This design comes from an exercise in tuning for small area, a short achievable clock period and few clock cycles on the open sky130 flow, not from production work.
In this exercise RTL edits were held to simulation tests only and were not proved equivalent to the original.

==> build 63: inputs <==
==> flow/design.v <==
`default_nettype none
module mult_div_unit #(
    parameter int RM  = 8,     
    parameter int BS  = 8     
) (
    input  logic        clk,
    input  logic        reset,
    input  logic        start,
    input  logic [2:0]  op,
    input  logic [31:0] RD1,
    input  logic [31:0] RD2,
    output logic        busy,
    output logic [31:0] HI,
    output logic [31:0] LO
);
    localparam int ND = RM / 2;                         
    localparam int W  = (32 + RM > 35) ? 32 + RM : 35;  
    localparam int NR = ND + 2;                         
    localparam logic [4:0] c_mul_last = 5'(32 / RM - 1);
    localparam logic [1:0] ST_MUL  = 2'd0;
    localparam logic [1:0] ST_MFIX = 2'd1;
    localparam logic [1:0] ST_PREP = 2'd2;
    localparam logic [1:0] ST_ITER = 2'd3;
    logic        r_busy;
    logic [1:0]  r_st;
    logic [4:0]  r_cnt;
    logic        r_sgnd;      
    logic        r_aneg;      
    logic        r_mprev;     
    logic [31:0] r_b;
    logic [31:0] r_hi;
    logic [31:0] r_lo;
    wire w_mul  = (r_st == ST_MUL);
    wire w_prep = (r_st == ST_PREP);
    wire w_iter = (r_st == ST_ITER);
    wire w_div  = r_st[1];
    wire w_bneg = r_sgnd & r_b[31];
    wire w_qneg = r_aneg ^ w_bneg;
    logic [31:0] w_am, w_bm;
    logic [5:0]  w_la, w_lb;
    logic [5:0]  w_s;
    assign w_am = r_hi ^ {32{r_aneg}};
    assign w_bm = r_b ^ {32{w_bneg}};
    function automatic logic [4:0] f_len16(input logic [15:0] x);
        f_len16 = 5'd0;
        for (int i = 0; i < 16; i++) begin
            if (x[i]) f_len16 = 5'(i + 1);
        end
    endfunction
    function automatic logic [5:0] f_len(input logic [31:0] x);
        if (x[31:16] != 16'd0) f_len = 6'd16 + {1'b0, f_len16(x[31:16])};
        else                   f_len = {1'b0, f_len16(x[15:0])};
    endfunction
    assign w_la = f_len(w_am);
    assign w_lb = (w_bm[31:1] == 31'd0) ? 6'd1 : f_len(w_bm);
    assign w_s = w_la + {5'd0, r_aneg} - w_lb;
    wire w_sneg = w_s[5];
    wire w_div0 = (r_b == 32'd0);
    logic [4:0]  w_amt;
    logic [31:0] w_sh;
    always_comb begin
        w_amt = 5'd0;
        if (w_iter) w_amt = r_cnt;
        else if (w_prep && !w_qneg) w_amt = w_s[4:0];
    end
    always_comb begin
        case (w_amt[4:3])
            2'd0: w_sh = r_b;
            2'd1: w_sh = {r_b[23:0], 8'd0};
            2'd2: w_sh = {r_b[15:0], 16'd0};
            default: w_sh = {r_b[7:0], 24'd0};
        endcase
    end
    logic [32:0]  w_a33;
    logic         w_hext;
    logic [W-1:0] w_hrow;
    logic [W-1:0] w_pp [ND];
    logic [W-1:0] w_krow;
    assign w_a33  = {w_bneg, w_sh};
    assign w_hext = r_hi[31] & (r_sgnd | ~w_div);
    assign w_hrow = W'({~w_hext, r_hi});
    always_comb begin
        logic [2:0]  bits;
        logic        one, two, neg, nprev;
        logic [33:0] pp;
        logic [W-1:0] k;
        k = W'(-(64'd1 << 32));
        nprev = 1'b0;
        for (int j = 0; j < ND; j++) begin
            bits = {r_lo[2*j+1], r_lo[2*j], (j == 0) ? r_mprev : r_lo[2*j-1]};
            one  = bits[1] ^ bits[0];
            two  = (bits == 3'b100) || (bits == 3'b011);
            neg  = bits[2];
            if (!w_mul) begin
                one = (j == 32'(w_amt[2:1])) && !w_amt[0];
                two = (j == 32'(w_amt[2:1])) && w_amt[0];
                neg = (j == 32'(w_amt[2:1])) && w_div && !w_qneg;
            end
            pp = ({34{one}} & {w_a33[32], w_a33}) | ({34{two}} & {w_a33, 1'b0});
            pp = pp ^ {34{neg}};
            w_pp[j] = W'({~pp[33], pp[32:0]}) << (2*j);
            if (j > 0) w_pp[j][2*j-2] = nprev;
            nprev = neg;
            k = k - W'(64'd1 << (33 + 2*j));
        end
        w_krow = k;
        w_krow[2*ND-2] = nprev;
    end
    logic [W-1:0] w_csa_s, w_csa_c;
    always_comb begin
        logic [W-1:0] x, y, z;
        x = w_krow;
        y = w_pp[ND-1];
        for (int i = 0; i < NR - 2; i++) begin
            if (i < ND - 1) z = w_pp[ND-2-i];
            else            z = w_hrow;
            w_csa_s = x ^ y ^ z;
            w_csa_c = ((x & y) | (x & z) | (y & z)) << 1;
            x = w_csa_s;
            y = w_csa_c;
        end
        w_csa_s = x;
        w_csa_c = y;
    end
    logic [W-1:0] w_sum;
    always_comb begin
        logic c, cb, g, p, inc;
        logic [W-1:0] s0;
        cb = 1'b0;
        for (int lo = 0; lo < W; lo += BS) begin
            c = 1'b0;
            p = 1'b1;
            for (int i = lo; i < lo + BS && i < W; i++) begin
                s0[i] = w_csa_s[i] ^ w_csa_c[i] ^ c;
                c = (w_csa_s[i] & w_csa_c[i]) | (w_csa_s[i] & c) | (w_csa_c[i] & c);
            end
            g = c;
            inc = cb;
            for (int i = lo; i < lo + BS && i < W; i++) begin
                w_sum[i] = s0[i] ^ inc;
                inc = inc & s0[i];
                p = p & s0[i];
            end
            cb = g | (p & cb);
        end
    end
    logic [34:0] w_t;
    logic        w_take;
    assign w_t    = w_sum[34:0];
    assign w_take = r_aneg ? (w_t[34] || (w_t == 35'd0)) : !w_t[34];
    wire w_acc_md = start && !op[2];
    wire w_pre_go = w_qneg ? w_take : !w_sneg;    
    always_ff @(posedge clk or negedge reset) begin
        if (!reset) begin
            r_busy <= 1'b0;
        end else if (!r_busy) begin
            r_busy <= w_acc_md;
        end else begin
            case (r_st)
                ST_MUL:  if (r_cnt == 5'd0 && (r_sgnd || !r_lo[RM-1])) r_busy <= 1'b0;
                ST_MFIX: r_busy <= 1'b0;
                ST_PREP: if (w_div0 || !w_pre_go || (!w_qneg && w_s[4:0] == 5'd0)) r_busy <= 1'b0;
                default: if (r_cnt == 5'd0) r_busy <= 1'b0;
            endcase
        end
    end
    always_ff @(posedge clk or negedge reset) begin
        if (!reset) begin
            r_st    <= ST_MUL;
            r_cnt   <= 5'd0;
            r_sgnd  <= 1'b0;
            r_aneg  <= 1'b0;
            r_mprev <= 1'b0;
        end else if (!r_busy) begin
            r_st    <= {op[1], 1'b0};
            r_cnt   <= c_mul_last;
            r_sgnd  <= !op[0];
            r_aneg  <= !op[0] && RD1[31];
            r_mprev <= 1'b0;
        end else begin
            case (r_st)
                ST_MUL: begin
                    r_mprev <= r_lo[RM-1];
                    r_cnt   <= r_cnt - 5'd1;
                    if (r_cnt == 5'd0) r_st <= ST_MFIX;
                end
                ST_PREP: begin
                    r_cnt <= w_s[4:0] - {4'd0, !w_qneg};
                    r_st  <= ST_ITER;
                end
                ST_ITER: r_cnt <= r_cnt - 5'd1;
                default: ;
            endcase
        end
    end
    always_ff @(posedge clk) begin
        if (!r_busy) r_b <= RD2;
    end
    logic [31:0] w_hi_int, w_lo_int;
    always_comb begin
        w_hi_int = r_hi;
        w_lo_int = r_lo;
        if (r_busy) begin
            case (r_st)
                ST_MUL: begin
                    w_hi_int = w_sum[RM+31:RM];
                    w_lo_int = {w_sum[RM-1:0], r_lo[31:RM]};
                end
                ST_MFIX: w_hi_int = w_sum[31:0];
                ST_PREP: begin
                    if (w_take && w_pre_go) w_hi_int = w_sum[31:0];
                    if (w_div0)       w_lo_int = '1;
                    else if (w_qneg)  w_lo_int = {32{w_take}};
                    else              w_lo_int = {31'd0, w_take && !w_sneg};
                end
                default: begin
                    if (w_take) w_hi_int = w_sum[31:0];
                    w_lo_int = {r_lo[30:0], w_take ^ w_qneg};
                end
            endcase
        end
    end
    wire w_ld_hi = !r_busy && start && (op[2] == 1'b0 || op == 3'd4);
    wire w_ld_lo = !r_busy && start && (op[2] == 1'b0 || op == 3'd5);
    always_ff @(posedge clk or negedge reset) begin
        if (!reset) begin
            r_hi <= '0;
            r_lo <= '0;
        end else begin
            r_hi <= w_ld_hi ? (RD1 & {32{op[1] | op[2]}}) : w_hi_int;
            r_lo <= w_ld_lo ? RD1 : w_lo_int;
        end
    end
    assign busy = r_busy;
    assign HI   = r_hi;
    assign LO   = r_lo;
endmodule
`default_nettype wire
==> flow/flow/run.sh <==
#!/bin/bash
# Layout flow: the standard synthesis and layout steps, with buf_2 port
# buffers and timing repair aimed at a setup margin that covers the clock
# period left over by the fixed 18 ns input and output delays.
set -uo pipefail
bash standard.sh synth > synth.log 2>&1 || exit 1
bash standard.sh SETUP_SLACK_MARGIN=71 \
    'BUFFER_PORTS_ARGS=-buffer_cell sky130_fd_sc_hd__buf_2' \
    finish > layout.log 2>&1 || exit 1
==> flow/standard.sh <==
#!/bin/bash
# synth_recipe.tcl (not shown) runs the flow's synth.tcl, then flattens the netlist and writes it again
# the make line also repeats each setting of config.mk as NAME=value (left out here)
make -C /OpenROAD-flow-scripts/flow DESIGN_CONFIG=/design/flow/config.mk WORK_HOME=/design/flow/orfs CLKGATE_MAP_FILE= SYNTH_SCRIPT=/design/flow/synth_recipe.tcl "${@:-finish}"
==> flow/config.mk <==
export PLATFORM = sky130hd
export DESIGN_NAME = mult_div_unit
export DESIGN_NICKNAME = mult_div_unit
export VERILOG_FILES = /design/flow/design.v
export SDC_FILE = /design/flow/constraint.sdc
export NUM_CORES = 4
export LEC_CHECK = 0
export CAP_MARGIN = 20
export CORE_MARGIN = 2
export CORE_UTILIZATION = 40
export SLEW_MARGIN = 20
==> flow/constraint.sdc <==
create_clock -name core_clock -period 90.0 [get_ports {clk}]
set_input_delay 18.0000 -clock core_clock [delete_from_list [all_inputs] [get_ports {clk}]]
set_output_delay 18.0000 -clock core_clock [all_outputs]
set_load 0.01 [all_outputs]
==> trial 90: changes against build 63 <==
==> flow/flow/run.sh (replaced) <==
#!/bin/bash
# Layout flow: the standard synthesis and layout steps, with buf_1 port
# buffers and timing repair aimed at a setup margin that covers the clock
# period left over by the fixed 18 ns input and output delays.
set -uo pipefail
bash standard.sh synth > synth.log 2>&1 || exit 1
bash standard.sh SETUP_SLACK_MARGIN=70.7 \
    'BUFFER_PORTS_ARGS=-buffer_cell sky130_fd_sc_hd__buf_1' \
    finish > layout.log 2>&1 || exit 1
ABC_AREA = 1   (was unset)
CORE_UTILIZATION = 60   (was 40)
==> build 72: changes against build 63 <==
==> flow/flow/run.sh (replaced) <==
#!/bin/bash
# Layout flow: the standard synthesis and layout steps, with buf_1 port
# buffers and timing repair aimed at a setup margin that covers the clock
# period left over by the fixed 18 ns input and output delays.
set -uo pipefail
bash standard.sh synth > synth.log 2>&1 || exit 1
bash standard.sh SETUP_SLACK_MARGIN=71 \
    'BUFFER_PORTS_ARGS=-buffer_cell sky130_fd_sc_hd__buf_1' \
    finish > layout.log 2>&1 || exit 1
ABC_AREA = 1   (was unset)
CAP_MARGIN = 5   (was 20)
CORE_UTILIZATION = 60   (was 40)
SLEW_MARGIN = 5   (was 20)
==> notes <==
Build 72 completed with no timing, DRC or antenna violations. Trial 90 completed with no timing, DRC or antenna violations. Build 63 passed the timing, design-rule and antenna checks.
Routed wire length, highest first: build 63, build 72, trial 90.
Cell area, lowest first: trial 90, build 72, build 63.
In flip-flop and latch count, trial 90 and build 63 do not differ.
Of build 63 and trial 90, trial 90 has the higher register-to-register slack (gap 0.72 ns).
Of trial 90 and build 63, build 63 has the higher count of clock-buffer cells in the layout (gap 1).
Of build 72 and trial 90, trial 90 has the higher critical path depth (gap 9).
Testbench counts of build 63, summed over its fixed seeds: cycles 13,407.
Testbench counts of trial 90, summed over its fixed seeds: cycles 13,407.
Testbench counts of build 72, summed over its fixed seeds: cycles 13,407.

re-timing with driven ports:
No port has a modelled driver above. Below, the same layouts with a new extraction and two added sets of constraints. Step 1, drivers: a clkbuf_16 drives clk and a buf_2 each remaining input, both assumed. Step 2 adds t to the input delays and takes it off the output delays; t is the mean of the earliest and latest rising clock arrival at the registers after step 1. Input paths then give back, and output paths get back, about the clock's delay inside the block. a / b / c = no drivers / after step 1 / after step 2; a / b = the first two.
run | t, ns | setup slack, ns | worst hold slack (ns) | worst slew at a driven data input, ns
build 63 | 0.428 | 71.018 / 70.963 / 70.643 | 0.563 / 0.563 / 0.563 | 0.04
trial 90 | 0.418 | 70.816 / 70.771 / 70.425 | 0.578 / 0.578 / 0.578 | 0.05
build 72 | 0.419 | 70.985 / 70.933 / 70.606 | 0.569 / 0.569 / 0.569 | 0.03
After both steps every run listed still meets setup and hold. The setup slack of trial 90, which loses most, moves by -0.045 ns with the drivers and by -0.391 ns with both steps.
